Background: an optimization exercise with open tools, aiming at small area, a short achievable clock period and few clock cycles per item. Do not read the settings as production practice. Function was checked by simulation only, so behaviour that the tests miss may differ from the original.

===== design/flow/design.v =====
package ialm_pkg;
  localparam int unsigned CELLS   = 64;
  localparam int unsigned CELL_AW = (CELLS > 1) ? $clog2(CELLS) : 1;
  localparam int unsigned CPR_MAX = (CELLS < 64) ? CELLS : 64;
  localparam int unsigned SUM_W   = 26;
  localparam logic [SUM_W-1:0] SUM_MAX = '1;
  localparam logic [2:0] REG_SOURCE_WIDTH    = 3'd0;
  localparam logic [2:0] REG_IMAGE_HEIGHT    = 3'd1;
  localparam logic [2:0] REG_COMPONENT_COUNT = 3'd2;
  localparam logic [2:0] REG_PIXELS_PER_CELL = 3'd3;
  localparam logic [2:0] REG_LINES_PER_BAND  = 3'd4;
  localparam logic [2:0] REG_CELLS_PER_ROW   = 3'd5;
  localparam logic [2:0] REG_PALETTE_LAST    = 3'd6;
  localparam logic [1:0] LU_IDLE = 2'd0;
  localparam logic [1:0] LU_STEP = 2'd2;
  localparam logic [1:0] LU_DONE = 2'd3;
endpackage
module image_to_ascii_level_mapper (
  input  logic        clk_i,
  input  logic        rst_ni,
  input  logic        in_valid_i,
  output logic        in_ready_o,
  input  logic [7:0]  sample_a_i,
  input  logic [7:0]  sample_b_i,
  input  logic [7:0]  sample_c_i,
  output logic        out_valid_o,
  input  logic        out_ready_i,
  output logic [9:0]  level_o,
  output logic [5:0]  cell_index_o,
  output logic [11:0] band_index_o,
  output logic        row_end_o,
  input  logic        cfg_valid_i,
  output logic        cfg_ready_o,
  input  logic [2:0]  cfg_index_i,
  input  logic [12:0] cfg_data_i
);
  localparam int unsigned SW = ialm_pkg::SUM_W;
  localparam int unsigned NU = 2;             
  localparam int unsigned RN = 63;            
  logic [11:0] w_last, h_last;                
  logic [7:0]  ppc_last, lpb_last;            
  logic [1:0]  comps_c;                       
  logic [5:0]  cpr_m1;                        
  logic [9:0]  pal_q;                         
  logic [3:0]  q_msb;                         
  logic        cfg_wr;
  logic [12:0] cd_m1;
  logic [11:0] cd_w;
  logic [7:0]  cd_9;
  logic [5:0]  cd_7;
  logic [3:0]  cd_msb;
  assign cfg_ready_o = 1'b1;
  assign cfg_wr      = cfg_valid_i;
  always_comb begin
    cd_m1 = cfg_data_i - 13'd1;
    cd_w  = (cfg_data_i == '0) ? '0 : (cfg_data_i > 13'd4096) ? '1 : cd_m1[11:0];
    cd_9  = (cfg_data_i[8:0] == '0) ? '0 : (cfg_data_i[8:0] > 9'd256) ? '1 : cd_m1[7:0];
    cd_7  = (cfg_data_i[6:0] == '0) ? '0 : (cfg_data_i[6:0] > 7'd64) ? '1 : cd_m1[5:0];
    cd_msb = 4'd0;
    for (int i = 1; i < 10; i++) begin
      if (cfg_data_i[i]) cd_msb = 4'(i);
    end
  end
  always_ff @(posedge clk_i or negedge rst_ni) begin
    if (!rst_ni) begin
      w_last   <= 12'd639;
      h_last   <= 12'd479;
      comps_c  <= 2'd1;
      ppc_last <= 8'd7;
      lpb_last <= 8'd18;
      cpr_m1   <= 6'd63;
      pal_q    <= 10'd22;
      q_msb    <= 4'd4;
    end else if (cfg_wr) begin
      unique case (cfg_index_i)
        ialm_pkg::REG_SOURCE_WIDTH:    w_last   <= cd_w;
        ialm_pkg::REG_IMAGE_HEIGHT:    h_last   <= cd_w;
        ialm_pkg::REG_COMPONENT_COUNT: comps_c  <= (cfg_data_i[1:0] == '0) ? 2'd1 : cfg_data_i[1:0];
        ialm_pkg::REG_PIXELS_PER_CELL: ppc_last <= cd_9;
        ialm_pkg::REG_LINES_PER_BAND:  lpb_last <= cd_9;
        ialm_pkg::REG_CELLS_PER_ROW:   cpr_m1   <= cd_7;
        ialm_pkg::REG_PALETTE_LAST: begin
          pal_q <= cfg_data_i[9:0];
          q_msb <= cd_msb;
        end
        default: ;
      endcase
    end
  end
  logic [11:0] col_q, row_q, band_q;
  logic [7:0]  rib_q, phase_q;
  logic [6:0]  cell_q;                        
  logic        stale_q;                       
  logic        in_ready_q, in_xfer;
  logic        t_row_last, t_img_last, t_band_last, t_ph_last;
  logic        t_inr, t_emit, t_rend;
  logic [9:0]  in_pix;
  assign in_xfer = in_valid_i & in_ready_q;
  always_comb begin
    t_row_last  = col_q >= w_last;
    t_img_last  = row_q >= h_last;
    t_band_last = rib_q >= lpb_last;
    t_ph_last   = phase_q == ppc_last;
    t_inr       = ~cell_q[6] & (cell_q[5:0] <= cpr_m1);
    t_emit      = t_inr & (t_ph_last | t_row_last) & (t_band_last | t_img_last);
    t_rend      = (cell_q == {1'b0, cpr_m1}) | t_row_last;
    in_pix      = {2'd0, sample_a_i}
                + ((comps_c >= 2'd2) ? {2'd0, sample_b_i} : 10'd0)
                + ((comps_c == 2'd3) ? {2'd0, sample_c_i} : 10'd0);
  end
  logic [1:0]  rb_q;                          
  logic [3:0]  rb_cnt_q;
  logic [8:0]  rb_rem_q;
  logic [11:0] rb_x_q;
  logic [9:0]  rb_t;
  logic [9:0]  rb_sub;
  logic        rb_ge;
  logic [8:0]  rb_rem_nx;
  logic [11:0] rb_x_nx;
  logic [2:0]  lk3_q;                         
  logic [5:0]  kq_min;
  always_comb begin
    rb_t      = {rb_rem_q, rb_x_q[11]};
    rb_sub    = rb_t + {2'b11, ~ppc_last};    
    rb_ge     = rb_t > {2'd0, ppc_last};
    rb_rem_nx = rb_ge ? rb_sub[8:0] : rb_t[8:0];
    rb_x_nx   = {rb_x_q[10:0], rb_ge};
    kq_min    = (rb_x_nx > {6'd0, cpr_m1}) ? cpr_m1 : rb_x_nx[5:0];
  end
  always_ff @(posedge clk_i or negedge rst_ni) begin
    if (!rst_ni) begin
      col_q    <= '0;
      row_q    <= '0;
      band_q   <= '0;
      rib_q    <= '0;
      phase_q  <= '0;
      cell_q   <= '0;
      stale_q  <= 1'b0;
      rb_q     <= 2'd0;
      rb_cnt_q <= '0;
      lk3_q    <= 3'd7;
    end else begin
      if (cfg_wr) begin
        stale_q  <= 1'b1;
        rb_q     <= 2'd1;
        rb_cnt_q <= 4'd12;
      end else if (rb_q != 2'd0) begin
        rb_cnt_q <= rb_cnt_q - 4'd1;
        if (rb_cnt_q == 4'd1) begin
          if (rb_q == 2'd1) begin
            lk3_q    <= kq_min[5:3];
            rb_q     <= 2'd2;
            rb_cnt_q <= 4'd12;
          end else begin
            cell_q  <= (rb_x_nx > 12'd63) ? 7'd64 : {1'b0, rb_x_nx[5:0]};
            phase_q <= rb_rem_nx[7:0];
            rb_q    <= 2'd0;
            stale_q <= 1'b0;
          end
        end
      end
      if (in_xfer) begin
        if (t_row_last) begin
          col_q   <= '0;
          cell_q  <= '0;
          phase_q <= '0;
          if (t_img_last) begin
            row_q  <= '0;
            rib_q  <= '0;
            band_q <= '0;
          end else begin
            row_q <= row_q + 12'd1;
            if (t_band_last) begin
              rib_q  <= '0;
              band_q <= band_q + 12'd1;
            end else begin
              rib_q <= rib_q + 8'd1;
            end
          end
        end else begin
          col_q <= col_q + 12'd1;
          if (t_ph_last) begin
            phase_q <= '0;
            cell_q  <= cell_q[6] ? cell_q : cell_q + 7'd1;
          end else begin
            phase_q <= phase_q + 8'd1;
          end
        end
      end
    end
  end
  always_ff @(posedge clk_i) begin
    if (cfg_wr) begin
      rb_rem_q <= '0;
      rb_x_q   <= w_last;
    end else if (rb_q != 2'd0) begin
      if (rb_q == 2'd1 && rb_cnt_q == 4'd1) begin
        rb_rem_q <= '0;
        rb_x_q   <= col_q;
      end else begin
        rb_rem_q <= rb_rem_nx;
        rb_x_q   <= rb_x_nx;
      end
    end
  end
  logic        a_v_q;
  logic [9:0]  a_pix_q;
  logic [5:0]  a_s_q;
  logic        a_inr_q, a_emit_q, a_rend_q;
  logic [11:0] a_band_q;
  logic [7:0]  a_p_q, a_r_q;
  always_ff @(posedge clk_i) begin
    if (in_xfer) begin
      a_pix_q  <= in_pix;
      a_s_q    <= cell_q[5:0];
      a_inr_q  <= t_inr;
      a_emit_q <= t_emit;
      a_rend_q <= t_rend;
      a_band_q <= band_q;
      a_p_q    <= phase_q;
      a_r_q    <= rib_q;
    end
  end
  logic [SW-1:0]          w_q;
  wire  [SW-1:0]          ring_q [RN];
  logic [5:0]             h_q, hn_q, hnn_q, m_q;
  logic [2:0]             lr3_q;
  logic                   rot_q, rv_q, ok_q;
  logic [SW-1:0]          d_q;
  logic [SW-1:0] r0m, base, sat, w_d;
  logic [SW:0]   sum;
  logic [SW+1:0] n_a, n_b, n_c, n_s, n_k, nsum;
  logic [SW-1:0] c_short;
  logic          c_zero;
  logic          cons, acc, emit_now;
  always_comb begin
    r0m      = rv_q ? ring_q[0] : '0;
    base     = rot_q ? r0m : w_q;
    sum      = {1'b0, base} + {17'd0, a_pix_q};
    sat      = sum[SW] ? ialm_pkg::SUM_MAX : sum[SW-1:0];
    n_a      = {2'd0, d_q};
    n_b      = ~{2'd0, base};
    n_c      = ~{18'd0, a_pix_q};
    n_s      = n_a ^ n_b ^ n_c;
    n_k      = (n_a & n_b) | (n_a & n_c) | (n_b & n_c);
    nsum     = n_s + {n_k[SW:0], 1'b1} + {{(SW+1){1'b0}}, 1'b1};
    c_short  = nsum[SW+1] ? '0 : nsum[SW-1:0];
    c_zero   = (base == '0) & (a_pix_q == '0);
    cons     = ok_q;                          
    acc      = cons & a_inr_q;
    emit_now = cons & a_emit_q;
    w_d      = acc ? (a_emit_q ? '0 : sat) : base;
  end
  always_ff @(posedge clk_i or negedge rst_ni) begin
    if (!rst_ni) begin
      w_q <= '0;
    end else begin
      w_q <= w_d;
    end
  end
  for (genvar j = 0; j < RN; j++) begin : g_ring
    localparam int unsigned G = j / 8;
    logic en;
    logic [SW-1:0] src, q;
    assign ring_q[j] = q;
    if ((j % 8) == 6) begin : g_ins
      if (j + 1 < RN) begin : g_mid
        assign src = (lr3_q == 3'(G)) ? w_q : ring_q[j+1];
      end else begin : g_end
        assign src = w_q;
      end
      assign en = rot_q & (lr3_q >= 3'(G));
    end else if ((j % 8) == 7) begin : g_first
      assign src = ring_q[j+1];
      assign en  = rot_q & (lr3_q > 3'(G));
    end else begin : g_plain
      assign src = ring_q[j+1];
      assign en  = rot_q & (lr3_q >= 3'(G));
    end
    always_ff @(posedge clk_i) begin
      if (en) q <= src;
    end
  end
  wire [NU-1:0]   u_busy_q, u_done, u_load, u_free_d;
  wire [9:0]      u_quo_q  [NU];
  wire [5:0]      u_cell_q [NU];
  wire [11:0]     u_band_q [NU];
  wire            u_rend_q [NU];
  logic [$clog2(NU)-1:0] ld_ptr_q, ld_ptr_d, out_ptr_q, out_ptr_d;
  logic          take, o_v_d;
  logic          dval_q, dval_d;
  logic [15:0]   dkey_q;
  logic [2:0]    dst_q;                       
  logic [2:0]    dcnt_q;
  logic          d_start;
  logic [15:0]   d_want;
  logic          cur_emit;
  logic [15:0]   cur_key;
  logic [8:0]    d_pp1;
  logic [SW:0]   d2;
  assign d2 = {d_q, 1'b0};
  always_comb begin
    cur_emit = a_v_q ? a_emit_q : (t_emit & ~stale_q);
    cur_key  = a_v_q ? {a_p_q, a_r_q} : {phase_q, rib_q};
    d_want   = cur_emit ? cur_key : {ppc_last, lpb_last};
    d_start  = (dst_q == 3'd0) & ~cfg_wr & (~dval_q | (dkey_q != d_want)) &
               (u_busy_q == '0) & ~emit_now;
    d_pp1    = {1'b0, dkey_q[15:8]} + 9'd1;
    dval_d   = dval_q;
    if (cfg_wr || d_start) begin
      dval_d = 1'b0;
    end else if (dst_q == 3'd4) begin
      dval_d = 1'b1;
    end
  end
  always_ff @(posedge clk_i or negedge rst_ni) begin
    if (!rst_ni) begin
      dst_q  <= 3'd0;
      dval_q <= 1'b0;
    end else begin
      dval_q <= dval_d;
      if (cfg_wr) begin
        dst_q <= 3'd0;
      end else if (d_start) begin
        dst_q <= 3'd1;
      end else if (dst_q == 3'd1) begin
        if (dcnt_q == 3'd0) dst_q <= 3'd2;
      end else if (dst_q == 3'd4) begin
        dst_q <= 3'd0;
      end else if (dst_q != 3'd0) begin
        dst_q <= dst_q + 3'd1;
      end
    end
  end
  always_ff @(posedge clk_i) begin
    if (d_start) begin
      dkey_q <= d_want;
      d_q    <= '0;
      dcnt_q <= 3'd7;
    end else begin
      unique case (dst_q)
        3'd1: begin                           
          d_q    <= {d_q[SW-2:0], 1'b0} + (dkey_q[dcnt_q] ? {17'd0, d_pp1} : '0);
          dcnt_q <= dcnt_q - 3'd1;
        end
        3'd2: d_q <= d_q + {17'd0, d_pp1};    
        3'd3: d_q <= (comps_c[1] ? {d_q[SW-2:0], 1'b0} : '0) + (comps_c[0] ? d_q : '0);
        3'd4: d_q <= {d_q[SW-9:0], 8'd0} - d_q;
        default: ;
      endcase
    end
  end
  for (genvar i = 0; i < NU; i++) begin : g_unit
    logic [1:0]    k_st_q, st_d;
    logic [3:0]    k_cnt_q;
    logic          k_qb_q;
    logic [SW-1:0] k_sh_q, k_rem_q;
    logic [9:0]    k_quo_q;
    logic [5:0]    k_cell_q;
    logic [11:0]   k_band_q;
    logic          k_rend_q;
    logic [SW+1:0] x_a, x_b, s1, k1, s2, k2, t, t1, t2;
    logic [3:0]    qi_ld, qi_st;
    assign u_quo_q[i]  = k_quo_q;
    assign u_cell_q[i] = k_cell_q;
    assign u_band_q[i] = k_band_q;
    assign u_rend_q[i] = k_rend_q;
    assign u_load[i]   = emit_now & (ld_ptr_q == i);
    assign u_done[i]   = (k_st_q == ialm_pkg::LU_DONE);
    always_comb begin
      x_a = {1'b0, k_rem_q, 1'b0};
      x_b = k_qb_q ? {2'd0, k_sh_q} : '0;
      t   = x_a + x_b;
      s1  = x_a ^ x_b ^ ~{2'd0, d_q};
      k1  = (x_a & x_b) | ((x_a | x_b) & ~{2'd0, d_q});
      t1  = s1 + {k1[SW:0], 1'b1};
      s2  = x_a ^ x_b ^ ~{1'b0, d2};
      k2  = (x_a & x_b) | ((x_a | x_b) & ~{1'b0, d2});
      t2  = s2 + {k2[SW:0], 1'b1};
      qi_ld = q_msb - 4'd1;
      qi_st = k_cnt_q - 4'd2;
    end
    always_ff @(posedge clk_i or negedge rst_ni) begin
      if (!rst_ni) begin
        k_st_q <= ialm_pkg::LU_IDLE;
      end else begin
        k_st_q <= st_d;
      end
    end
    always_ff @(posedge clk_i) begin
      if (u_load[i]) begin
        k_sh_q   <= c_short;
        k_rem_q  <= c_zero ? '0 : c_short;
        k_quo_q  <= {9'd0, c_zero & (pal_q != '0)};
        k_cnt_q  <= q_msb;
        k_qb_q   <= pal_q[qi_ld];
        k_cell_q <= a_s_q;
        k_band_q <= a_band_q;
        k_rend_q <= a_rend_q;
      end else if (k_st_q == ialm_pkg::LU_STEP) begin
        if (!t2[SW+1]) begin
          k_rem_q <= t2[SW-1:0];
          k_quo_q <= {k_quo_q[8:0], 1'b0} + 10'd2;
        end else if (!t1[SW+1]) begin
          k_rem_q <= t1[SW-1:0];
          k_quo_q <= {k_quo_q[8:0], 1'b1};
        end else begin
          k_rem_q <= t[SW-1:0];
          k_quo_q <= {k_quo_q[8:0], 1'b0};
        end
        k_cnt_q <= k_cnt_q - 4'd1;
        k_qb_q  <= pal_q[qi_st];
      end
    end
    always_comb begin
      st_d = k_st_q;
      if (k_st_q == ialm_pkg::LU_STEP && k_cnt_q == 4'd1) st_d = ialm_pkg::LU_DONE;
      if (k_st_q == ialm_pkg::LU_DONE && take && out_ptr_q == i) st_d = ialm_pkg::LU_IDLE;
      if (u_load[i]) st_d = (q_msb == 4'd0) ? ialm_pkg::LU_DONE : ialm_pkg::LU_STEP;
    end
    assign u_busy_q[i] = (k_st_q != ialm_pkg::LU_IDLE);
    assign u_free_d[i] = (st_d == ialm_pkg::LU_IDLE) |
                         ((st_d == ialm_pkg::LU_DONE) & (out_ptr_d == i) & ~o_v_d);
  end
  logic        o_v_q;
  logic [9:0]  o_level_q;
  logic [5:0]  o_cell_q;
  logic [11:0] o_band_q;
  logic        o_rend_q;
  assign take      = u_done[out_ptr_q] & (~o_v_q | out_ready_i);
  assign o_v_d     = take | (o_v_q & ~out_ready_i);
  assign out_ptr_d = take ? ((out_ptr_q == NU - 1) ? '0 : out_ptr_q + 1'b1) : out_ptr_q;
  assign ld_ptr_d  = emit_now ? ((ld_ptr_q == NU - 1) ? '0 : ld_ptr_q + 1'b1) : ld_ptr_q;
  always_ff @(posedge clk_i or negedge rst_ni) begin
    if (!rst_ni) begin
      o_v_q     <= 1'b0;
      out_ptr_q <= '0;
      ld_ptr_q  <= '0;
    end else begin
      o_v_q     <= o_v_d;
      out_ptr_q <= out_ptr_d;
      ld_ptr_q  <= ld_ptr_d;
    end
  end
  always_ff @(posedge clk_i) begin
    if (take) begin
      o_level_q <= u_quo_q[out_ptr_q];
      o_cell_q  <= u_cell_q[out_ptr_q];
      o_band_q  <= u_band_q[out_ptr_q];
      o_rend_q  <= u_rend_q[out_ptr_q];
    end
  end
  logic        a_keep, a_v_d, stale_d;
  logic        tin_d, temit_d;
  logic [5:0]  ts_d, h_d, hn_d, hnn_d, m_d, lrm1_d;
  logic [2:0]  ld3, lr3_d;
  logic        hz_d, e_h, e_hn, lr_match;
  logic        e_h_a, e_h_c, e_hn_a, e_hn_c, e_hnn_a, e_hnn_c;
  logic        key_a, key_c, key_ok;
  logic        rot_d, rv_d, ring_ok_d, level_ok_d, ok_d;
  always_comb begin
    a_keep  = a_v_q & ~cons;
    a_v_d   = a_keep | in_xfer;
    stale_d = cfg_wr | (stale_q & ~(rb_q == 2'd2 && rb_cnt_q == 4'd1));
    tin_d   = a_keep ? a_inr_q  : (t_inr & ~stale_q);
    temit_d = a_keep ? a_emit_q : (t_emit & ~stale_q);
    ts_d    = a_keep ? a_s_q    : cell_q[5:0];
    h_d     = rot_q ? hn_q : h_q;
    hn_d    = rot_q ? hnn_q : hn_q;
    hz_d    = (h_d == 6'd0);
    m_d     = (rot_q && (hn_q > m_q)) ? hn_q : m_q;
    e_h_a   = h_q   == a_s_q;
    e_h_c   = h_q   == cell_q[5:0];
    e_hn_a  = hn_q  == a_s_q;
    e_hn_c  = hn_q  == cell_q[5:0];
    e_hnn_a = hnn_q == a_s_q;
    e_hnn_c = hnn_q == cell_q[5:0];
    e_h     = a_keep ? (rot_q ? e_hn_a  : e_h_a)  : (rot_q ? e_hn_c  : e_h_c);
    e_hn    = a_keep ? (rot_q ? e_hnn_a : e_hn_a) : (rot_q ? e_hnn_c : e_hn_c);
    ld3      = (ts_d[5:3] > lk3_q) ? 3'd7 : lk3_q;
    lr3_d    = (tin_d && hz_d) ? ld3 : lr3_q;
    lr_match = (tin_d & hz_d) | (lr3_q == ld3);
    lrm1_d   = {lr3_d, 3'b111};
    hnn_d    = (hn_d == lrm1_d) ? 6'd0 : hn_d + 6'd1;
    rot_d    = tin_d & (lr_match ? ~e_h : ~hz_d);
    ring_ok_d = ~tin_d | (lr_match ? (e_h | e_hn) : e_hn);
    rv_d     = hn_d <= m_d;
    key_a    = dkey_q == {a_p_q, a_r_q};
    key_c    = dkey_q == {phase_q, rib_q};
    key_ok   = a_keep ? key_a : key_c;
    level_ok_d = ~temit_d | (u_free_d[ld_ptr_d] & dval_d & key_ok);
    ok_d       = ring_ok_d & level_ok_d;
  end
  always_ff @(posedge clk_i or negedge rst_ni) begin
    if (!rst_ni) begin
      a_v_q      <= 1'b0;
      h_q        <= 6'd0;
      hn_q       <= 6'd1;
      hnn_q      <= 6'd2;
      m_q        <= '0;
      lr3_q      <= 3'd7;
      rot_q      <= 1'b0;
      rv_q       <= 1'b0;
      ok_q       <= 1'b0;
      in_ready_q <= 1'b0;
    end else begin
      a_v_q      <= a_v_d;
      h_q        <= h_d;
      hn_q       <= hn_d;
      hnn_q      <= hnn_d;
      m_q        <= m_d;
      lr3_q      <= lr3_d;
      rot_q      <= rot_d;
      rv_q       <= rv_d;
      ok_q       <= a_v_d & ok_d;
      in_ready_q <= ~stale_d & (~a_v_d | ok_d);
    end
  end
  assign in_ready_o   = in_ready_q;
  assign out_valid_o  = o_v_q;
  assign level_o      = o_level_q;
  assign cell_index_o = o_cell_q;
  assign band_index_o = o_band_q;
  assign row_end_o    = o_rend_q;
endmodule

===== design/flow/run.sh =====
#!/bin/bash
# synth_recipe.tcl (not shown) runs the flow's synth.tcl, then flattens the netlist and writes it again
# the make line also repeats each setting of config.mk as NAME=value (left out here)
make -C /OpenROAD-flow-scripts/flow DESIGN_CONFIG=/design/flow/config.mk WORK_HOME=/design/flow/orfs CLKGATE_MAP_FILE= SYNTH_SCRIPT=/design/flow/synth_recipe.tcl finish

===== design/flow/config.mk =====
export PLATFORM = sky130hd
export DESIGN_NAME = image_to_ascii_level_mapper
export DESIGN_NICKNAME = image_to_ascii_level_mapper
export VERILOG_FILES = /design/flow/design.v
export SDC_FILE = /design/flow/constraint.sdc
export NUM_CORES = 4
export LEC_CHECK = 0
export CAP_MARGIN = 20
export CORE_MARGIN = 2
export CORE_UTILIZATION = 65
export CTS_BUF_LIST = sky130_fd_sc_hd__clkbuf_8
export SETUP_SLACK_MARGIN = 5
export SLEW_MARGIN = 20

===== design/flow/constraint.sdc =====
create_clock -name core_clock -period 10.0 [get_ports {clk_i}]
set_input_delay 2.0000 -clock core_clock [delete_from_list [all_inputs] [get_ports {clk_i}]]
set_output_delay 2.0000 -clock core_clock [all_outputs]
set_load 0.01 [all_outputs]

==> key figures, run 1 <==
Floorplan
  – Height of the chip: 387.2 um
  – Rows: 140
  – Starting utilization of the core area: 0.6549
  – Die extent in x: 387.2 um
  – Total I/O pin count: a little under 80
  – Full die area: ~0.15 mm2
  – Standard cell core area: roughly 0.15 mm2

Timing
  – Hold Vio Cnt, Final: 0
  – Max-slew headroom at the worst pin: 0.2935
  – Post-route worst hold slack: 336.0 ps
  – Setup TNS: 0 ps
  – Pins over their slew limit: 0
  – Final clock skew: 164.3 ps
  – Unrepaired setup endpoints after global routing: yes
  – Min Clock Period, post-route: 4905 ps
  – Final cycle utilization of the critical path: 0.4905
  – Max Clock Freq: 203.9 MHz
  – Final setup viols: 0
  – Slew at the pin closest to its max-slew limit: roughly 1100 ps

Layout
  – Combined area of the multi-input logic cells: 0.03048 mm2
  – Number of standard cells in the layout, taps in and fillers out: 9331
  – Nets: 7773
  – Fillers: 9219
  – Design Area, Final: 0.1058 mm2
  – Core utilization of the finished layout: 0.7262
  – Total area of sequential cells: 0.06314 mm2
  – Fraction of final layout cells with drive strength greater than 1: 0.1331
  – Layout overhead on the synthesized area: 10.88%

Synth
  – Ys async rst share: 0.09294
  – Post-synthesis cell area: 0.09545 mm2
  – Area leader, netlist: edfxtp_1
  – Post-synth top area share: 0.5965
  – Portion of the post-synthesis area used by sequential elements: 0.6612
  – Complex-gate fraction of the synthesized area: 0.08472
  – Flip-flop and latch count after synthesis: 2152
  – Count of unique library cells instantiated by Yosys: 94
  – Area share of and/or/nand/nor cells after synthesis: 0.07616
  – Fraction of synthesized area in multiplexers: 0.03538
  – Adder and majority cell fraction of the synthesized area: 0.08421
  – Syn avg cell area: 14.12 um2
  – Post-synth EDFFs: approximately 1900
  – Post-Synth XOR/XNOR Area: 0.03385
  – Mapped Nets: 7371
  – Combinational family with the most area after synthesis: compound AO/OA/AOI/OAI gates
  – Leading post-synthesis cells by cell area: edfxtp_1 60%, ha_1 5.7%, dfrtp_1 4.2%
  – Count of warnings emitted by yosys: 1
  – Most used DFF post-synth: edfxtp_1
  – Cells after synthesis: 6761

Clocking
  – Post-CTS clock slew at the launch and capture registers of the worst setup and hold paths: 70 ps
  – Clock insertion delay at the later pin of the skew report: 1070 ps
  – Number of clock buffers inserted by TritonCTS: 342
  – Largest buffer count on any clock path: 4
  – TritonCTS clock tree: yes
  – H-tree depth reported by CTS: 5
  – Clock tree root buffer cell: clkbuf_8
  – Clock Sink Count: 2152

Placement
  – Detailed-placement wirelength estimate: ~150000 um
  – Count of input and output buffers: 75
  – Routability cong.: 0.9394
  – Placed instance count: 8657
  – Total placed instance area: 0.09875 mm2

Route
  – DRC violations left: 0
  – DRC violation total after the first TritonRoute iteration: 5820
  – Vias per Instance: 6.072
  – Via count: approximately 57000
  – Antenna Nets Post-Route: 0
  – First-pass iteration count of the detailed router: 6
  – Total Wirelength: 226500 um
  – Detailed-route wire length per cell: 24.27 um

Worst setup path
  – Reg-to-reg critical path endpoint: g_unit[1].k_rem_q[23]
  – Maximum fanout encountered on the critical timing path: 6
  – Worst setup EP type: flip-flop
  – Startpoint of the lowest-slack register-to-register path: w_q[19]
  – Depth of the worst register-to-register path: 13
  – Critical Setup Path Class: reg -> reg
  – Signal arrival time at the worst endpoint: 5680 ps
  – Worst Setup Start Kind: flip-flop
  – Setup slack of the worst register-to-register path: roughly 5000 ps
  – WP data required: 10770 ps

Min path
  – Number of instances on the worst hold path: 0
  – Hold Startpoint: g_ring[14].q[13]
  – Endpoint of the worst hold-timing path: g_ring[13].q[13]
  – Hold crit path type: reg -> reg

GRT
  – Grt ovf: 0
  – GRT Util Overall: 0.3000
  – Initial antenna violation count: 12
  – Maximum number of pins on one net before global-route repair: 183
  – First-pass GRT wire length: 336500 um
  – Number of global-route vias before repair: 54760

Outcome
  – Run status: no timing/DRC/antenna violations

Flow run
  – Number of maximum-capacitance violations: 0
-- state kept, by name, indices dropped and copies added, names as in the netlist, 12 cells and up --
register / count
g_unit.k_rem_q: 52
a_band_q: 12
g_unit.k_quo_q: 20
w_q: 26
d_q: 26
g_unit.k_band_q: 24
g_ring.q: 1638
row_q: 12
g_unit.k_sh_q: 52
rb_x_q: 12
o_band_q: 12
band_q: 12
col_q: 12
g_unit.k_cell_q: 12
w_last: 12
dkey_q: 16
h_last: 12
-- cell usage in the layout, fill, tap and decap left out, types with 21 or more instances in the layout --
cell	Yosys	final
edfxtp_1	1896	1896
inv_1	416	509
nand2_1	463	462
ha_1	436	434
clkbuf_8	0	353
a21oi_1	351	349
o21ai_0	355	347
nor2_1	307	295
xnor2_1	220	219
mux2_2	211	211
dfrtp_1	160	154
buf_4	5	152
xor2_1	147	147
fa_1	129	129
and2_1	113	110
nand3_1	105	104
a21o_1	97	97
nor3_1	93	87
mux2i_1	82	82
nand4_1	82	82
clkinv_1	1	78
clkdlybuf4s50_1	0	74
and3_1	70	68
nor2b_1	55	54
nand2b_1	54	54
a31oi_1	52	51
o21a_1	52	50
dfxtp_1	56	45
dfstp_2	40	40
a211oi_1	39	36
o22ai_1	32	32
a221oi_1	33	31
o211ai_1	27	27
or3_1	27	27
o21bai_1	26	26
or4_1	23	23
or2_2	24	23
clkinv_2	0	23
o31ai_1	23	22
clkinvlp_4	0	21
-- per-stage QoR --
| stage | setup WS, ps |
|---|---|
| floorplan | 1495 |
| global placement | 3632 |
| detailed placement | 3567 |
| CTS | 5006 |
| global route | 4914 |
| finish | 5095 |
-- how the worst max path moves through the flow --
stage	slack [ps]	startpoint	to	cells past startpoint
after global placement	3630	g_unit[1].k_qb_q	g_unit[1].k_rem_q[21]	15
after global routing	4910	rot_q	g_unit[0].k_rem_q[14]	17
after CTS	5010	rot_q	g_unit[0].k_rem_q[14]	18
after floorplan	1500	rot_q	g_ring[40].q[0]	6
final	5100	w_q[19]	g_unit[1].k_rem_q[23]	13
after detailed placement	3570	g_unit[1].k_qb_q	g_unit[1].k_rem_q[21]	15
-- area by class of cell --
type | instances | area share
Antenna cell | 11 | 0.0002601
Clock buffer | 352 | 0.04577
Clock inverter | 232 | 0.01078
Inverter | 417 | 0.01529
Multi-Input combinational cell | 4005 | 0.2880
Sequential cell | 2152 | 0.5966
Tap cell | 1917 | 0.02266
Timing Repair Buffer | 244 | 0.02063
Timing Repair inverter | 1 | 0.00004729
-- cells by family (layout without fill, tap and decap cells) --
family,count (synthesis),after routing
flip-flops,2152,2152
AND/OR/NAND/NOR,1487,1490
AO/OA/AOI/OAI,1279,1279
buffers and inverters,608,1246
adder cells (fa/ha/maj),565,565
XOR/XNOR,368,369
multiplexers,301,301
other,1,12
-- routing by layer --
layer  routed length (um)  part of all wire  GRT usage  vias to the layer above
li1                     -                 -          -                    25840
met1                96780              0.43     0.4317                    27970
met2               103200              0.46     0.4578                     2391
met3                18220             0.080    0.05691                      463
met4                 8316             0.037     0.1184                        0
met5                    0                 0          0                        -
-- synthesized netlist by cell type, drive strengths merged, types with 113 or more instances --
cell type and number:
xor2 148, dfrtp 160, fa 129, nor2 308, ha 436, a21oi 351, clkbuf 158, nand2 463
o21ai 361, and2 113, edfxtp 1896, mux2 211, xnor2 220, inv 416
-- worst max-delay path, cell delays in order, from the launching register on --
cell and delay, ps:
dfrtp_1 790, inv_1 350, o21ai_0 800, ha_1 370, inv_1 60, ha_1 130
inv_1 60, nor2_1 330, nand3_1 130, o211ai_1 270, a211oi_1 140, xnor2_1 500
o211ai_1 360, a221oi_1 390
-- what timing repair did --
action / in CTS / in global routing
hold buffers: 0 / 0
endpoints found under the setup margin: 123 / 106
resized for setup: 65 / 42
cloned: 4 / 1
pin swaps: 8 / 12
setup buffers: 53 / 21
Testbench counts, summed over its fixed seeds: cycles 14,166, items 13,568.
==> run 2, diff against run 1 <==
--- a/design/flow/config.mk
+++ b/design/flow/config.mk
@@ -9,4 +9,3 @@
 export CORE_MARGIN = 2
-export CORE_UTILIZATION = 65
-export CTS_BUF_LIST = sky130_fd_sc_hd__clkbuf_8
+export CORE_UTILIZATION = 40
 export SETUP_SLACK_MARGIN = 5
==> key figures, run 2 <==
Outcome
  – Run status: no timing/DRC/antenna violations

GRT
  – Number of global-route vias before repair: 54220
  – Grt ovf: 0
  – Maximum number of pins on one net before global-route repair: 183
  – First-pass GRT wire length: 335000 um
  – GRT Util Overall: 0.1799
  – Initial antenna violation count: 6

Flow run
  – Number of maximum-capacitance violations: 0

Synth
  – Leading post-synthesis cells by cell area: edfxtp_1 60%, ha_1 5.7%, dfrtp_1 4.2%
  – Mapped Nets: 7371
  – Area leader, netlist: edfxtp_1
  – Most numerous cell in the Yosys netlist: edfxtp_1
  – Count of unique library cells instantiated by Yosys: between 90 and 100
  – Flip-flop and latch count after synthesis: 2152
  – Cells after synthesis: 6761
  – Most frequent cells after synthesis: 1896 x edfxtp_1, 463 x nand2_1, 436 x ha_1
  – Post-synthesis cell area: 0.09545 mm2
  – Most used DFF post-synth: edfxtp_1
  – Syn avg cell area: 14.12 um2
  – Count of warnings emitted by yosys: 1
  – Portion of the post-synthesis area used by sequential elements: 0.6612
  – Post-synth top area share: 0.5965
  – Ys async rst share: 0.09294
  – Post-synth EDFFs: 1896

Layout
  – Fraction of final layout cells with drive strength greater than 1: 0.1247
  – Layout overhead on the synthesized area: 13.68%
  – Highest-count cells in the layout ignoring fill and taps: 1896 x edfxtp_1, 462 x nand2_1, 432 x ha_1, 404 x inv_1, 349 x a21oi_1
  – Number of standard cells in the layout, taps in and fillers out: 10370
  – Most flops, register: g_ring.q
  – Largest registers ranked by flip-flop count: g_ring.q x1638, g_unit.k_rem_q x52, g_unit.k_sh_q x52
  – Nets: around 7600
  – Most common cell after layout, fill and taps aside: edfxtp_1
  – Fillers: 20770
  – Max FFs per register: 1638

Timing
  – Final cycle utilization of the critical path: 0.4870
  – Hold Vio Cnt, Final: 0
  – Pins over their slew limit: 0
  – Setup TNS: 0 ps
  – Final clock skew: 84.76 ps
  – Final setup viols: 0
  – Setup slack of the critical path after layout: 5130 ps
  – Min Clock Period, post-route: 4870 ps
  – Slew at the pin closest to its max-slew limit: 1141 ps
  – Max-slew headroom at the worst pin: 0.2396
  – Unrepaired setup endpoints after global routing: yes
  – Max Clock Freq: roughly 200 MHz

Floorplan
  – Height of the chip: 492.5 um
  – Standard cell core area: 0.2376 mm2
  – Starting utilization of the core area: 0.4017
  – Rows: 179
  – Full die area: 0.2425 mm2
  – Die extent in x: between 400 and 500 um
  – Total I/O pin count: 77

Placement
  – Placed instance count: 9901
  – Routability cong.: 0.9316
  – Count of input and output buffers: 75
  – Detailed-placement wirelength estimate: between 150000 and 200000 um
  – Placement Setup Slack: 3881 ps

Clocking
  – TritonCTS clock tree: yes
  – Post-CTS clock slew at the launch and capture registers of the worst setup and hold paths: 70 ps
  – Clock Sink Count: 2152
  – Cts hold-fix bufs: 0
  – Number of clock buffers inserted by TritonCTS: 211
  – Clock insertion delay at the later pin of the skew report: about 860 ps
  – H-tree depth reported by CTS: 4
  – Largest buffer count on any clock path: 3
  – Clock tree root buffer cell: clkbuf_16

Route
  – First-pass iteration count of the detailed router: 6
  – Antenna Nets Post-Route: 0
  – Detailed-route wire length per cell: 21.53 um
  – Total Wirelength: 223200 um
  – Via count: 55500
  – DRC violations left: 0
  – Vias per Instance: 5.354
  – DRC violation total after the first TritonRoute iteration: around 4800

Worst setup path
  – Critical Setup Path Class: reg -> reg
  – WP data required: 10520 ps
  – Maximum fanout encountered on the critical timing path: 11
  – Worst Setup Start Kind: flip-flop
  – Worst setup EP type: flip-flop
  – Signal arrival time at the worst endpoint: 5390 ps

Min path
  – Hold crit path type: reg -> reg
[run 2: cell counts after synthesis]
Identical to the previous run, type by type.
[run 2: critical path: stages (launching register included)]
cell	delay, ps
dfxtp_1	490
inv_1	70
buf_4	240
fa_1	530
ha_1	350
and3_1	210
and2_1	180
a221o_1	330
a31o_2	280
o2111ai_1	250
a31oi_2	170
mux2_4	400
nor2_2	350
buf_4	280
nor3_1	70
a31oi_1	240
a221oi_2	110
[run 2: final cells by class]
cell class | count | area, um2 | share of cell area
inverter | 417 | 1612 | 0.01485
clock buffer | 257 | 5524 | 0.05091
sequential | 2152 | 63140 | 0.5820
multi-input combinational | 4002 | 30500 | 0.2811
antenna | 6 | 15.01 | 0.0001384
timing repair buffer | 235 | 2290 | 0.02110
tap | 3167 | 3963 | 0.03652
clock inverter | 129 | 1453 | 0.01339
[run 2: what timing repair did]
| item | in CTS | in global routing |
|---|---|---|
| endpoints found under the setup margin | 128 | 68 |
| pin swaps | 3 | 16 |
| resized for setup | 60 | 79 |
| gates cloned | 2 | 3 |
| buffers inserted | 32 | 33 |
[run 2: path summary, 6_finish.rpt]
kind                       slack (ps)                    end              from  cells after the start
max                              5130  g_unit[0].k_rem_q[22]           d_q[14]                     16
min                               370       g_ring[25].q[17]  g_ring[26].q[17]                      0
max reg2reg                      5130  g_unit[0].k_rem_q[22]           d_q[14]                     16
min reg2reg                       370       g_ring[25].q[17]  g_ring[26].q[17]                      0
max in group asynchronous        7370               q_msb[0]            rst_ni                      2
min in group asynchronous        1140                 m_q[2]            rst_ni                      1
[run 2: per-stage QoR]
stage / utilization / area [um2] / hold WS (ps)
3_5_place_dp: 0.4220 / 100300 / 404.5
6_report: 0.4566 / 108500 / 366.4
2_1_floorplan: - / 95510 / 400.3
3_3_place_gp: 0.4219 / 100300 / 400.1
4_1_cts: 0.4535 / 107800 / 358.8
5_1_grt: 0.4566 / 108500 / 362.6
[run 2: cells by family after synthesis]
family | count (synthesis) | share of synthesized area
multiplexers | 301 | 0.03538
XOR/XNOR | 368 | 0.03385
adder cells (fa/ha/maj) | 565 | 0.08421
AO/OA/AOI/OAI | 1279 | 0.08472
other | 1 | 0.00003929
flip-flops | 2152 | 0.6612
buffers and inverters | 608 | 0.02445
AND/OR/NAND/NOR | 1487 | 0.07616
[run 2: layer usage]
layer / track usage / vias to the layer above / part of all wire
met4: 0.06078 / 0 / 0.032
met5: 0 / - / 0
li1: - / 25530 / -
met3: 0.02714 / 350 / 0.056
met2: 0.2838 / 1592 / 0.46
met1: 0.2548 / 28030 / 0.45
==> run 3, diff against run 2 <==
==> design/flow/flow/run.sh (new file) <==
#!/bin/bash
# Layout flow: the standard flow (standard.sh, unchanged synthesis), with
# a larger setup repair margin so timing repair works toward a shorter period.
# The clock period and constraints are the design's (constraint.sdc as given).
set -euo pipefail
cd "$(dirname "$0")/.."
MARGIN=6.2
sed "s/SETUP_SLACK_MARGIN=[0-9.]*/SETUP_SLACK_MARGIN=${MARGIN}/" standard.sh > flow/standard_margin.sh
grep -q "SETUP_SLACK_MARGIN=${MARGIN}" flow/standard_margin.sh
bash flow/standard_margin.sh > flow_make.log 2>&1
==> design/flow/standard.sh (new file) <==
#!/bin/bash
# synth_recipe.tcl (not shown) runs the flow's synth.tcl, then flattens the netlist and writes it again
# the make line also repeats each setting of config.mk as NAME=value (left out here)
make -C /OpenROAD-flow-scripts/flow DESIGN_CONFIG=/design/flow/config.mk WORK_HOME=/design/flow/orfs CLKGATE_MAP_FILE= SYNTH_SCRIPT=/design/flow/synth_recipe.tcl "${@:-finish}"
--- a/design/flow/config.mk
+++ b/design/flow/config.mk
@@ -9,3 +9,4 @@
 export CORE_MARGIN = 2
-export CORE_UTILIZATION = 40
+export CORE_UTILIZATION = 65
+export CTS_BUF_LIST = sky130_fd_sc_hd__clkbuf_8
 export SETUP_SLACK_MARGIN = 5
removed: design/flow/run.sh
==> key figures, run 3 <==
Outcome
  – Run status: no timing/DRC/antenna violations

Timing
  – Hold Vio Cnt, Final: 0
  – Min Clock Period, post-route: 4542 ps
  – Pins over their slew limit: 0
  – Final clock skew: around 170 ps
  – Max-slew headroom at the worst pin: 0.2021
  – Unrepaired setup endpoints after global routing: yes
  – Max Clock Freq: roughly 220 MHz
  – Final setup viols: 0
  – Setup TNS: 0 ps
  – Slew at the pin closest to its max-slew limit: between 1000 and 1500 ps
  – Final cycle utilization of the critical path: 0.4542

Floorplan
  – Total I/O pin count: 77
  – Standard cell core area: between 0.1 and 0.15 mm2
  – Die extent in x: 387.2 um
  – Height of the chip: 387.2 um
  – Starting utilization of the core area: 0.6549
  – Full die area: 0.1499 mm2
  – Rows: 140

Synth
  – Count of unique library cells instantiated by Yosys: 94
  – Portion of the post-synthesis area used by sequential elements: 0.6612
  – Flip-flop and latch count after synthesis: around 2200
  – Most frequent cells after synthesis: 1896 x edfxtp_1, 463 x nand2_1, 436 x ha_1
  – Post-synth EDFFs: 1896
  – Ys async rst share: 0.09294
  – Most numerous cell in the Yosys netlist: edfxtp_1
  – Leading post-synthesis cells by cell area: edfxtp_1 60%, ha_1 5.7%, dfrtp_1 4.2%
  – Count of warnings emitted by yosys: 1
  – Post-synthesis cell area: roughly 0.095 mm2
  – Most used DFF post-synth: edfxtp_1
  – Syn avg cell area: around 14 um2
  – Cells after synthesis: a little under 7000
  – Mapped Nets: 7371
  – Area leader, netlist: edfxtp_1
  – Post-synth top area share: 0.5965

Placement
  – Detailed-placement wirelength estimate: roughly 150000 um
  – Count of input and output buffers: 75
  – Routability cong.: 0.9394

Clocking
  – Clock tree root buffer cell: clkbuf_8
  – Cts hold-fix bufs: 0
  – Post-CTS clock slew at the launch and capture registers of the worst setup and hold paths: 60 ps
  – TritonCTS clock tree: yes
  – Clock Sink Count: about 2200
  – Largest buffer count on any clock path: 4
  – Clock insertion delay at the later pin of the skew report: roughly 1100 ps
  – H-tree depth reported by CTS: 5
  – Number of clock buffers inserted by TritonCTS: 342

Route
  – First-pass iteration count of the detailed router: 9
  – Detailed-route wire length per cell: 24.85 um
  – DRC violation total after the first TritonRoute iteration: 6232
  – Vias per Instance: 6.128
  – Total Wirelength: around 240000 um
  – Antenna Nets Post-Route: 0
  – Via count: 58980
  – DRC violations left: 0

GRT
  – First-pass GRT wire length: 350100 um
  – GRT Util Overall: 0.3129
  – Grt ovf: 0
  – Initial antenna violation count: 16
  – Maximum number of pins on one net before global-route repair: 183
  – Number of global-route vias before repair: 56790

Layout
  – Nets: a little over 8000
  – Highest-count cells in the layout ignoring fill and taps: 1896 x edfxtp_1, 471 x inv_1, 430 x nand2_1, 377 x ha_1, 354 x clkbuf_8
  – Most flops, register: g_ring.q
  – Largest registers ranked by flip-flop count: g_ring.q x1638, g_unit.k_rem_q x52, g_unit.k_sh_q x52
  – Layout overhead on the synthesized area: 16.87%
  – Max FFs per register: about 1600
  – Fraction of final layout cells with drive strength greater than 1: 0.2225
  – Most common cell after layout, fill and taps aside: edfxtp_1

Worst setup path
  – WP data required: 10860 ps
  – Signal arrival time at the worst endpoint: 5400 ps
  – Worst Setup Start Kind: flip-flop
  – Worst setup EP type: flip-flop
  – Depth of the worst register-to-register path: 20
  – Maximum fanout encountered on the critical timing path: 6
  – Reg-to-reg critical path endpoint: g_unit[0].k_quo_q[9]
  – Setup slack of the worst register-to-register path: approximately 5500 ps
  – Critical Setup Path Class: reg -> reg
  – Startpoint of the lowest-slack register-to-register path: g_unit[0].k_qb_q

Min path
  – Hold crit path type: reg -> reg
  – Hold Startpoint: g_ring[14].q[16]
  – Endpoint of the worst hold-timing path: g_ring[13].q[16]
  – Number of instances on the worst hold path: 0

Flow run
  – Number of maximum-capacitance violations: 0
## run 3: critical path, stage by stage (launching register included)
cell and delay [ps]:
edfxtp_1 440, buf_12 180, nand2_8 60, inv_4 50
fa_1 530, ha_4 190, or3_1 310, o22a_2 280
a2111oi_4 460, a211oi_4 140, o21ai_1 150, o211ai_1 180
o41ai_4 240, buf_4 200, buf_8 160, xnor2_4 210
buf_12 170, buf_6 90, nand4_1 120, xor2_1 160
o21ai_0 130
## run 3: cell type report
type | instances | area (um2)
Antenna cell | 11 | 27.53
Clock buffer | 352 | 4845
Clock inverter | 232 | 1141
Fill cell | 8596 | 34190
Inverter | 417 | 1645
Multi-Input combinational cell | 4012 | 33190
Sequential cell | 2152 | 63190
Tap cell | 1917 | 2399
Timing Repair Buffer | 530 | 5109
Timing Repair inverter | 1 | 7.507
## run 3: kinds of logic after synthesis
family                     after synthesis  share of synthesized area
adders and majority gates              565                    0.08421
buffers and inverters                  608                    0.02445
xor gates and xnor gates               368                    0.03385
other                                    1                 0.00003929
and+or+nand+nor                       1487                    0.07616
muxes                                  301                    0.03538
DFF                                   2152                     0.6612
AOI/OAI and AO/OA                     1279                    0.08472
## run 3: what timing repair did
action                                 CTS  global route
setup buffers                          240           107
resized for setup                      578           301
endpoints found under the hold margin    0             0
setup endpoints to repair              287           317
gates cloned                            23             2
pin swaps                              167           176
## run 3: how the worst max path moves through the flow
stage,from,to,slack [ps],cells after the start
3_3_place_gp,g_unit[1].k_qb_q,g_unit[1].k_rem_q[21],3630,15
5_1_grt,rot_q,g_unit[0].k_rem_q[14],5270,20
6_report,g_unit[0].k_qb_q,g_unit[0].k_quo_q[9],5460,20
3_5_place_dp,g_unit[1].k_qb_q,g_unit[1].k_rem_q[21],3570,15
4_1_cts,g_unit[0].k_qb_q,g_unit[0].k_rem_q[21],5440,15
2_1_floorplan,rot_q,g_ring[40].q[0],1500,6
## run 3: per-stage QoR
step           setup slack, ps  cells    util  instance area (um2)  hold slack, ps
6_report                  5458   9624  0.7654               111600           329.4
5_1_grt                   5275   9615  0.7653               111500           335.5
4_1_cts                   5444   9504  0.7495               109200           342.3
3_5_place_dp              3567   8657  0.6776                98750           404.5
3_3_place_gp              3632   8657  0.6775                98740           400.4
2_1_floorplan             1495   6761       -                95510           400.3
## run 3: per-layer routing
metal	global-route usage	vias to the layer above	wire length [um]
li1	-	26460	-
met4	0.1430	2	11710
met1	0.4438	29000	98120
met3	0.05977	620	21340
met2	0.4753	2898	107900
met5	0	-	9
==> run 4, diff against run 3 <==
==> design/flow/flow/standard_margin.sh (new file) <==
#!/bin/bash
# The standard flow's own layout of this design, on the ORFS make targets given (by default finish). After
# finish it leaves the final layout's DEF at /design/flow/out/final.def.
set -euo pipefail
make -C /OpenROAD-flow-scripts/flow DESIGN_CONFIG=/design/flow/config.mk WORK_HOME=/design/flow/orfs CLKGATE_MAP_FILE= SYNTH_SCRIPT=/design/flow/synth_recipe.tcl CAP_MARGIN=20 CORE_MARGIN=2 CORE_UTILIZATION=65 CTS_BUF_LIST=sky130_fd_sc_hd__clkbuf_8 SETUP_SLACK_MARGIN=6.2 SLEW_MARGIN=20 "${@:-finish}"
if [[ -f /design/flow/orfs/results/sky130hd/image_to_ascii_level_mapper/base/6_final.odb ]]; then
  : # left out here: write the final layout as DEF
fi
==> key figures, run 4 <==
Layout
  – Layout overhead on the synthesized area: 16.87%
  – Design Area, Final: approximately 0.11 mm2
  – Highest-count cells in the layout ignoring fill and taps: 1896 x edfxtp_1, 471 x inv_1, 430 x nand2_1, 377 x ha_1, 354 x clkbuf_8
  – Max FFs per register: roughly 1600
  – Fillers: between 8000 and 9000
  – Nets: 8066
  – Most flops, register: g_ring.q
  – Most common cell after layout, fill and taps aside: edfxtp_1
  – Largest registers ranked by flip-flop count: g_ring.q x1638, g_unit.k_rem_q x52, g_unit.k_sh_q x52
  – Fraction of final layout cells with drive strength greater than 1: 0.2225

Outcome
  – Run status: no timing/DRC/antenna violations

Clocking
  – TritonCTS clock tree: yes
  – Largest buffer count on any clock path: 4
  – Number of clock buffers inserted by TritonCTS: ~340
  – Clock Sink Count: 2152
  – H-tree depth reported by CTS: 5
  – Clock tree root buffer cell: clkbuf_8
  – Clock insertion delay at the later pin of the skew report: between 1000 and 1500 ps
  – Post-CTS clock slew at the launch and capture registers of the worst setup and hold paths: 60 ps

Min path
  – Hold crit path type: reg -> reg
  – Number of instances on the worst hold path: 0

Floorplan
  – Starting utilization of the core area: 0.6549
  – Height of the chip: 387.2 um
  – Total I/O pin count: 77
  – Rows: 140
  – Standard cell core area: roughly 0.15 mm2
  – Full die area: ~0.15 mm2
  – Die extent in x: 387.2 um

Route
  – Vias per Instance: 6.128
  – Antenna Nets Post-Route: 0
  – DRC violation total after the first TritonRoute iteration: 6232
  – DRC violations left: 0
  – First-pass iteration count of the detailed router: 9
  – Via count: between 50000 and 60000
  – Total Wirelength: 239100 um
  – Detailed-route wire length per cell: 24.85 um

Timing
  – Post-route worst hold slack: 329.4 ps
  – Min Clock Period, post-route: 4542 ps
  – Max Clock Freq: 220.1 MHz
  – Pins over their slew limit: 0
  – Hold Vio Cnt, Final: 0
  – Max-slew headroom at the worst pin: 0.2021
  – Slew at the pin closest to its max-slew limit: 1192 ps
  – Final setup viols: 0
  – Final cycle utilization of the critical path: 0.4542
  – Unrepaired setup endpoints after global routing: yes
  – Setup TNS: 0 ps
  – Final clock skew: roughly 170 ps

Synth
  – Post-synthesis cell area: 0.09545 mm2
  – Leading post-synthesis cells by cell area: edfxtp_1 60%, ha_1 5.7%, dfrtp_1 4.2%
  – Mapped Nets: about 7400
  – Flip-flop and latch count after synthesis: 2152
  – Most numerous cell in the Yosys netlist: edfxtp_1
  – Most frequent cells after synthesis: 1896 x edfxtp_1, 463 x nand2_1, 436 x ha_1
  – Ys async rst share: 0.09294
  – Most used DFF post-synth: edfxtp_1
  – Count of unique library cells instantiated by Yosys: 94
  – Post-synth EDFFs: roughly 1900
  – Post-synth top area share: 0.5965
  – Syn avg cell area: 14.12 um2
  – Cells after synthesis: a little under 7000
  – Area leader, netlist: edfxtp_1
  – Portion of the post-synthesis area used by sequential elements: 0.6612
  – Count of warnings emitted by yosys: 1

GRT
  – Maximum number of pins on one net before global-route repair: 183
  – First-pass GRT wire length: 350100 um
  – Number of global-route vias before repair: 56790
  – Initial antenna violation count: 16
  – Grt ovf: 0
  – GRT Util Overall: 0.3129

Worst setup path
  – Critical Setup Path Class: reg -> reg
  – Worst setup EP type: flip-flop
  – WP data required: 10860 ps
  – Signal arrival time at the worst endpoint: 5400 ps
  – Depth of the worst register-to-register path: 20
  – Maximum fanout encountered on the critical timing path: 6
  – Worst Setup Start Kind: flip-flop

Placement
  – Detailed-placement wirelength estimate: around 150000 um
  – Total placed instance area: 0.09875 mm2
  – Routability cong.: 0.9394
  – Count of input and output buffers: 75

Flow run
  – Number of maximum-capacitance violations: 0
## run 4: cell counts after synthesis
No cell type changed its count.
## run 4: critical path: stages (launching register included)
cell and delay, ps:
edfxtp_1 440, buf_12 180, nand2_8 60, inv_4 50, fa_1 530, ha_4 190
or3_1 310, o22a_2 280, a2111oi_4 460, a211oi_4 140, o21ai_1 150, o211ai_1 180
o41ai_4 240, buf_4 200, buf_8 160, xnor2_4 210, buf_12 170, buf_6 90
nand4_1 120, xor2_1 160, o21ai_0 130
## run 4: what timing repair did
| action | in CTS | in global routing |
|---|---|---|
| gates cloned | 23 | 2 |
| hold buffers | 0 | 0 |
| pin swaps | 167 | 176 |
| endpoints found under the setup margin | 287 | 317 |
| hold endpoints to repair | 0 | 0 |
| buffers inserted | 240 | 107 |
| gates resized for setup | 578 | 301 |
## run 4: path summary, 6_finish.rpt
kind / end / slack [ps] / start
max: g_unit[0].k_quo_q[9] / 5460 / g_unit[0].k_qb_q
min: g_ring[13].q[16] / 330 / g_ring[14].q[16]
max reg2reg: g_unit[0].k_quo_q[9] / 5460 / g_unit[0].k_qb_q
min reg2reg: g_ring[13].q[16] / 330 / g_ring[14].q[16]
max in group asynchronous: out_ptr_q / 7460 / rst_ni
min in group asynchronous: phase_q[4] / 1030 / rst_ni
## run 4: through the flow
stage / cells / setup WS, ps / util
after floorplan: 6761 / 1495 / -
after global placement: 8657 / 3632 / 0.6775
after detailed placement: 8657 / 3567 / 0.6776
after CTS: 9504 / 5444 / 0.7495
after global routing: 9615 / 5275 / 0.7653
final: 9624 / 5458 / 0.7654
## run 4: cells by family after synthesis
family	count (synthesis)	share of synthesized area
flops	2152	0.6612
xor+xnor	368	0.03385
buf+inv	608	0.02445
compound gates	1279	0.08472
fa+ha+maj	565	0.08421
mux	301	0.03538
simple gates	1487	0.07616
other cells	1	0.00003929
## run 4: per-layer routing
layer,vias to the layer above,wire [um],part of all wire,GRT usage
met5,-,9,0.000038,0
met1,29000,98120,0.41,0.4438
met3,620,21340,0.089,0.05977
met4,2,11710,0.049,0.1430
li1,26460,-,-,-
met2,2898,107900,0.45,0.4753
## run 4: cell type report
class	instances	area (um2)	share of cell area
Tap cell	1917	2399	0.02150
Multi-Input combinational cell	4012	33190	0.2975
Timing Repair inverter	1	7.507	0.00006730
Timing Repair Buffer	530	5109	0.04580
Clock inverter	232	1141	0.01023
Antenna cell	11	27.53	0.0002468
Clock buffer	352	4845	0.04343
Sequential cell	2152	63190	0.5665
Inverter	417	1645	0.01475
==> run 5, diff against run 4 <==
--- a/design/flow/design.v
+++ b/design/flow/design.v
@@ -292,4 +292,5 @@
   logic [15:0]   dkey_q;
-  logic [2:0]    dst_q;                       
-  logic [2:0]    dcnt_q;
+  logic [1:0]    dst_q;                       
+  logic [4:0]    dcnt_q;
+  logic [26:0]   dr_q;
   logic          d_start;
@@ -298,5 +299,9 @@
   logic [15:0]   cur_key;
-  logic [8:0]    d_pp1;
+  logic [8:0]    d_pp1, d_rp1;
+  logic [9:0]    c255;
+  logic [9:0]    d_s1;
+  logic [10:0]   d_s2;
   logic [SW:0]   d2;
-  assign d2 = {d_q, 1'b0};
+  assign d_q = dr_q[SW-1:0];
+  assign d2  = {d_q, 1'b0};
   always_comb begin
@@ -305,5 +310,9 @@
     d_want   = cur_emit ? cur_key : {ppc_last, lpb_last};
-    d_start  = (dst_q == 3'd0) & ~cfg_wr & (~dval_q | (dkey_q != d_want)) &
+    d_start  = (dst_q == 2'd0) & (~dval_q | (dkey_q != d_want)) &
                (u_busy_q == '0) & ~emit_now;
     d_pp1    = {1'b0, dkey_q[15:8]} + 9'd1;
+    d_rp1    = {1'b0, d_want[7:0]} + 9'd1;
+    c255     = {comps_c, 8'd0} - {8'd0, comps_c};
+    d_s1     = {1'b0, dr_q[17:9]} + (dr_q[0] ? {1'b0, d_pp1} : 10'd0);
+    d_s2     = {1'b0, dr_q[26:17]} + (dr_q[0] ? {1'b0, c255} : 11'd0);
     dval_d   = dval_q;
@@ -311,3 +320,3 @@
       dval_d = 1'b0;
-    end else if (dst_q == 3'd4) begin
+    end else if (dst_q == 2'd2 && dcnt_q == 5'd0) begin
       dval_d = 1'b1;
@@ -317,3 +326,3 @@
     if (!rst_ni) begin
-      dst_q  <= 3'd0;
+      dst_q  <= 2'd0;
       dval_q <= 1'b0;
@@ -322,11 +331,9 @@
       if (cfg_wr) begin
-        dst_q <= 3'd0;
+        dst_q <= 2'd0;
       end else if (d_start) begin
-        dst_q <= 3'd1;
-      end else if (dst_q == 3'd1) begin
-        if (dcnt_q == 3'd0) dst_q <= 3'd2;
-      end else if (dst_q == 3'd4) begin
-        dst_q <= 3'd0;
-      end else if (dst_q != 3'd0) begin
-        dst_q <= dst_q + 3'd1;
+        dst_q <= 2'd1;
+      end else if (dst_q == 2'd1) begin
+        if (dcnt_q == 5'd0) dst_q <= 2'd2;
+      end else if (dst_q == 2'd2) begin
+        if (dcnt_q == 5'd0) dst_q <= 2'd0;
       end
@@ -337,15 +344,10 @@
       dkey_q <= d_want;
-      d_q    <= '0;
-      dcnt_q <= 3'd7;
-    end else begin
-      unique case (dst_q)
-        3'd1: begin                           
-          d_q    <= {d_q[SW-2:0], 1'b0} + (dkey_q[dcnt_q] ? {17'd0, d_pp1} : '0);
-          dcnt_q <= dcnt_q - 3'd1;
-        end
-        3'd2: d_q <= d_q + {17'd0, d_pp1};    
-        3'd3: d_q <= (comps_c[1] ? {d_q[SW-2:0], 1'b0} : '0) + (comps_c[0] ? d_q : '0);
-        3'd4: d_q <= {d_q[SW-9:0], 8'd0} - d_q;
-        default: ;
-      endcase
+      dr_q   <= {18'd0, d_rp1};
+      dcnt_q <= 5'd8;
+    end else if (dst_q == 2'd1) begin
+      dr_q[17:0] <= {d_s1, dr_q[8:1]};
+      dcnt_q     <= (dcnt_q == 5'd0) ? 5'd16 : dcnt_q - 5'd1;
+    end else if (dst_q == 2'd2) begin
+      dr_q   <= {d_s2, dr_q[16:1]};
+      dcnt_q <= dcnt_q - 5'd1;
     end
@@ -363,2 +365,3 @@
     logic [3:0]    qi_ld, qi_st;
+    logic [8:0]    quo_inc;
     assign u_quo_q[i]  = k_quo_q;
@@ -379,2 +382,3 @@
       t2  = s2 + {k2[SW:0], 1'b1};
+      quo_inc = k_quo_q[8:0] + 9'd1;           
       qi_ld = q_msb - 4'd1;
@@ -399,12 +403,9 @@
         k_rend_q <= a_rend_q;
-      end else if (k_st_q == ialm_pkg::LU_STEP) begin
+      end else begin
         if (!t2[SW+1]) begin
           k_rem_q <= t2[SW-1:0];
-          k_quo_q <= {k_quo_q[8:0], 1'b0} + 10'd2;
         end else if (!t1[SW+1]) begin
           k_rem_q <= t1[SW-1:0];
-          k_quo_q <= {k_quo_q[8:0], 1'b1};
         end else begin
           k_rem_q <= t[SW-1:0];
-          k_quo_q <= {k_quo_q[8:0], 1'b0};
         end
@@ -412,2 +413,11 @@
         k_qb_q  <= pal_q[qi_st];
+        if (k_st_q == ialm_pkg::LU_STEP) begin
+          if (!t2[SW+1]) begin
+            k_quo_q <= {quo_inc, 1'b0};
+          end else if (!t1[SW+1]) begin
+            k_quo_q <= {k_quo_q[8:0], 1'b1};
+          end else begin
+            k_quo_q <= {k_quo_q[8:0], 1'b0};
+          end
+        end
       end
--- a/design/flow/flow/run.sh
+++ b/design/flow/flow/run.sh
@@ -6,3 +6,3 @@
 cd "$(dirname "$0")/.."
-MARGIN=6.2
+MARGIN=5.6
 sed "s/SETUP_SLACK_MARGIN=[0-9.]*/SETUP_SLACK_MARGIN=${MARGIN}/" standard.sh > flow/standard_margin.sh
--- a/design/flow/config.mk
+++ b/design/flow/config.mk
@@ -9,4 +9,5 @@
 export CORE_MARGIN = 2
-export CORE_UTILIZATION = 65
-export CTS_BUF_LIST = sky130_fd_sc_hd__clkbuf_8
+export CORE_UTILIZATION = 70
+export CTS_BUF_LIST = sky130_fd_sc_hd__clkbuf_16
+export CTS_CLUSTER_SIZE = 30
 export SETUP_SLACK_MARGIN = 5
removed: design/flow/flow/standard_margin.sh
==> key figures, run 5 <==
Outcome
  – Run status: failed layout checks
  – Checks that blocked a clean result: capacitance limit, slew limit

Synth
  – Most frequent cells after synthesis: 1843 x edfxtp_1, 434 x inv_1, 429 x nand2_1
  – Fraction of synthesized area in multiplexers: 0.03373
  – Post-Synth XOR/XNOR Area: 0.03032
  – Flip-flop and latch count after synthesis: around 2200
  – Most used DFF post-synth: edfxtp_1
  – Adder and majority cell fraction of the synthesized area: 0.08262
  – Syn avg cell area: 14.65 um2
  – Post-synth top area share: 0.6062
  – Post-synth EDFFs: about 1800
  – Area share of and/or/nand/nor cells after synthesis: 0.06314
  – Combinational family with the most area after synthesis: adder cells
  – Ys async rst share: 0.09239
  – Complex-gate fraction of the synthesized area: 0.07875
  – Count of unique library cells instantiated by Yosys: 93
  – Portion of the post-synthesis area used by sequential elements: 0.6859
  – Mapped Nets: 6804
  – Leading post-synthesis cells by cell area: edfxtp_1 61%, ha_1 5.5%, dfrtp_1 4.4%
  – Count of warnings emitted by yosys: 1
  – Post-synthesis cell area: 0.09129 mm2

GRT
  – Maximum number of pins on one net before global-route repair: ~180
  – Number of global-route vias before repair: 54980
  – Grt ovf: 0
  – Most used routing layer in global routing: met2
  – Met3 usage in global routing: 0.08293
  – GRT Util Overall: 0.3705
  – First-pass GRT wire length: between 300000 and 400000 um
  – Met1 capacity usage during global routing: 0.5061

Layout
  – Most common cell after layout, fill and taps aside: edfxtp_1
  – Layout overhead on the synthesized area: 13.95%
  – Max FFs per register: 1638
  – Highest-count cells in the layout ignoring fill and taps: 1843 x edfxtp_1, 436 x inv_1, 426 x nand2_1, 369 x ha_1, 296 x a21oi_1
  – Fraction of final layout cells with drive strength greater than 1: 0.1577
  – Nets: just over 7000

Timing
  – Final clock skew: 95.44 ps
  – Max-slew headroom at the worst pin: -0.007302
  – Setup TNS: 0 ps
  – Max Clock Freq: 216.0 MHz
  – Final setup viols: 0
  – Slew at the pin closest to its max-slew limit: 1511 ps
  – Final cycle utilization of the critical path: 0.4629
  – Setup slack of the critical path after layout: 5371 ps
  – Pins over their slew limit: 11

Floorplan
  – Standard cell core area: around 0.13 mm2
  – Full die area: approximately 0.13 mm2
  – Die extent in x: 365.1 um

Route
  – Total Wirelength: 253100 um
  – Detailed-route wire length per cell: 29.80 um
  – DRC violations left: 0
  – Vias per Instance: 6.605

Clocking
  – Clock Sink Count: 2154
  – Post-CTS clock slew at the launch and capture registers of the worst setup and hold paths: 100 ps
  – Number of clock buffers inserted by TritonCTS: 193
  – H-tree depth reported by CTS: 4
  – Clock tree root buffer cell: clkbuf_16
  – TritonCTS clock tree: yes
  – Clock insertion delay at the later pin of the skew report: 890 ps
  – Largest buffer count on any clock path: 3

Worst setup path
  – Maximum fanout encountered on the critical timing path: 6
  – Signal arrival time at the worst endpoint: approximately 5400 ps
  – Worst setup EP type: flip-flop
  – Cell breakdown of the critical path: clkinvlp_4 > buf_12 > a22oi_2 > inv_1 > ha_1 > inv_1 > fa_1 > nor2b_1 > o21ai_0 > a21boi_1 > o21ai_2 > a21oi_2 > o21ai_1 > a21boi_1 > o21a_1 > o211ai_1 > buf_4 > nor2b_2 > nand3_1 > and3_1
  – Largest stage delay, worst path: 500 ps
  – WP data required: about 11000 ps
  – Critical Setup Path Class: reg -> reg

Flow run
  – Number of maximum-capacitance violations: 1

Placement
  – Count of input and output buffers: 75
run 5: changes by cell type in the layout (fill, tap and decap cells not counted), sizes merged, moves of 30 or more:
cell / delta
dlygate4sd2: -32
ha: -38
buf: -232
nand4: -30
nor3: -35
dfxtp: +56
nand2: -34
clkbuf: -160
and2: -69
edfxtp: -53
inv: -52
o21ai: -46
clkdlybuf4s50: +32
run 5: cells by family (layout without fill, tap and decap cells):
family,after synthesis,in the layout
XOR/XNOR,316,318
flip-flops,2154,2154
multiplexers,275,275
buffers and inverters,606,1095
AND/OR/NAND/NOR,1223,1225
adder cells (fa/ha/maj),526,526
other,1,25
AO/OA/AOI/OAI,1132,1132
run 5: repair_timing:
item,CTS,global route
endpoints found under the setup margin,538,355
cloned,13,2
pin swaps,46,74
hold buffers,0,0
buffers inserted,92,53
gates resized for setup,197,182
run 5: final cells by class:
| cell class | count | area, um2 |
|---|---|---|
| well taps | 1742 | 2180 |
| flip-flops and latches | 2154 | 62660 |
| inverters | 436 | 1712 |
| diodes | 24 | 60.06 |
| multi-input cells | 3477 | 27810 |
| clock inverters | 165 | 1680 |
| clock buffers | 194 | 4855 |
| fillers | 6591 | 25460 |
| repair buffers | 300 | 3075 |
run 5: per-stage QoR:
step	cells	instance area, um2	util	hold slack, ps
floorplan	6233	91360	-	400.3
global placement	7948	94230	0.7278	400.1
detailed placement	7948	94230	0.7278	404.5
CTS	8412	102700	0.7934	384.7
global route	8469	104000	0.8030	402.6
finish	8492	104000	0.8034	382.2
run 5: worst paths after layout:
path	to	startpoint	depth (start not counted)	slack [ps]
min in group asynchronous	rb_q[0]	rst_ni	1	1120
min reg2reg	g_ring[27].q[20]	g_ring[28].q[20]	0	380
max in group asynchronous	w_q[1]	rst_ni	2	7380
min	g_ring[27].q[20]	g_ring[28].q[20]	0	380
max	w_q[23]	rot_q	20	5370
max reg2reg	w_q[23]	rot_q	20	5370
run 5: layer usage:
layer,vias up,wire length (um)
met5,-,52
met4,8,13360
met3,906,27410
met2,4030,118000
met1,27540,94310
li1,23610,-
run 5: worst max-delay path, delay by kind of cell, from the launching register on:
kind	cells	cell delay, ps
compound gates	9	1910
simple gates	4	910
buf+inv	5	780
flops	1	500
fa+ha+maj	2	430
Testbench counts of run 5, summed over its fixed seeds: cycles 14,166, items 13,568.

## port drivers added, routing unchanged
The flow's constraints put no driver on any port. The routed layouts listed below were extracted and timed again, unchanged, in two steps. Step 1, drivers: a clkbuf_16 drives clk_i and a buf_2 each remaining input, both assumed. Step 2 also shifts input and output timing later by t, the mid clock arrival at the registers, as if the neighbouring blocks saw the same clock. a / b / c = ideal / step 1 / step 2; a / b = the first two.
| run | t, ns | setup slack, ns | worst setup path at the end | worst data-port slew with drivers (ns) |
|---|---|---|---|---|
| run 1 | 1.075 | 5.095 / 5.095 / 4.527 | input to register | 0.04 |
| run 2 | 0.906 | 5.130 / 5.130 / 4.480 | input to register | 0.06 |
| run 3 | 1.060 | 5.458 / 5.458 / 5.133 | input to register | 0.04 |
| run 4 | 1.060 | 5.458 / 5.458 / 5.133 | input to register | 0.04 |
| run 5 | 0.929 | 5.371 / 5.371 / 4.829 | input to register | 0.07 |
For run 2, which loses most, drivers alone change the setup slack by 0.000 ns; drivers and shift together by -0.650 ns.
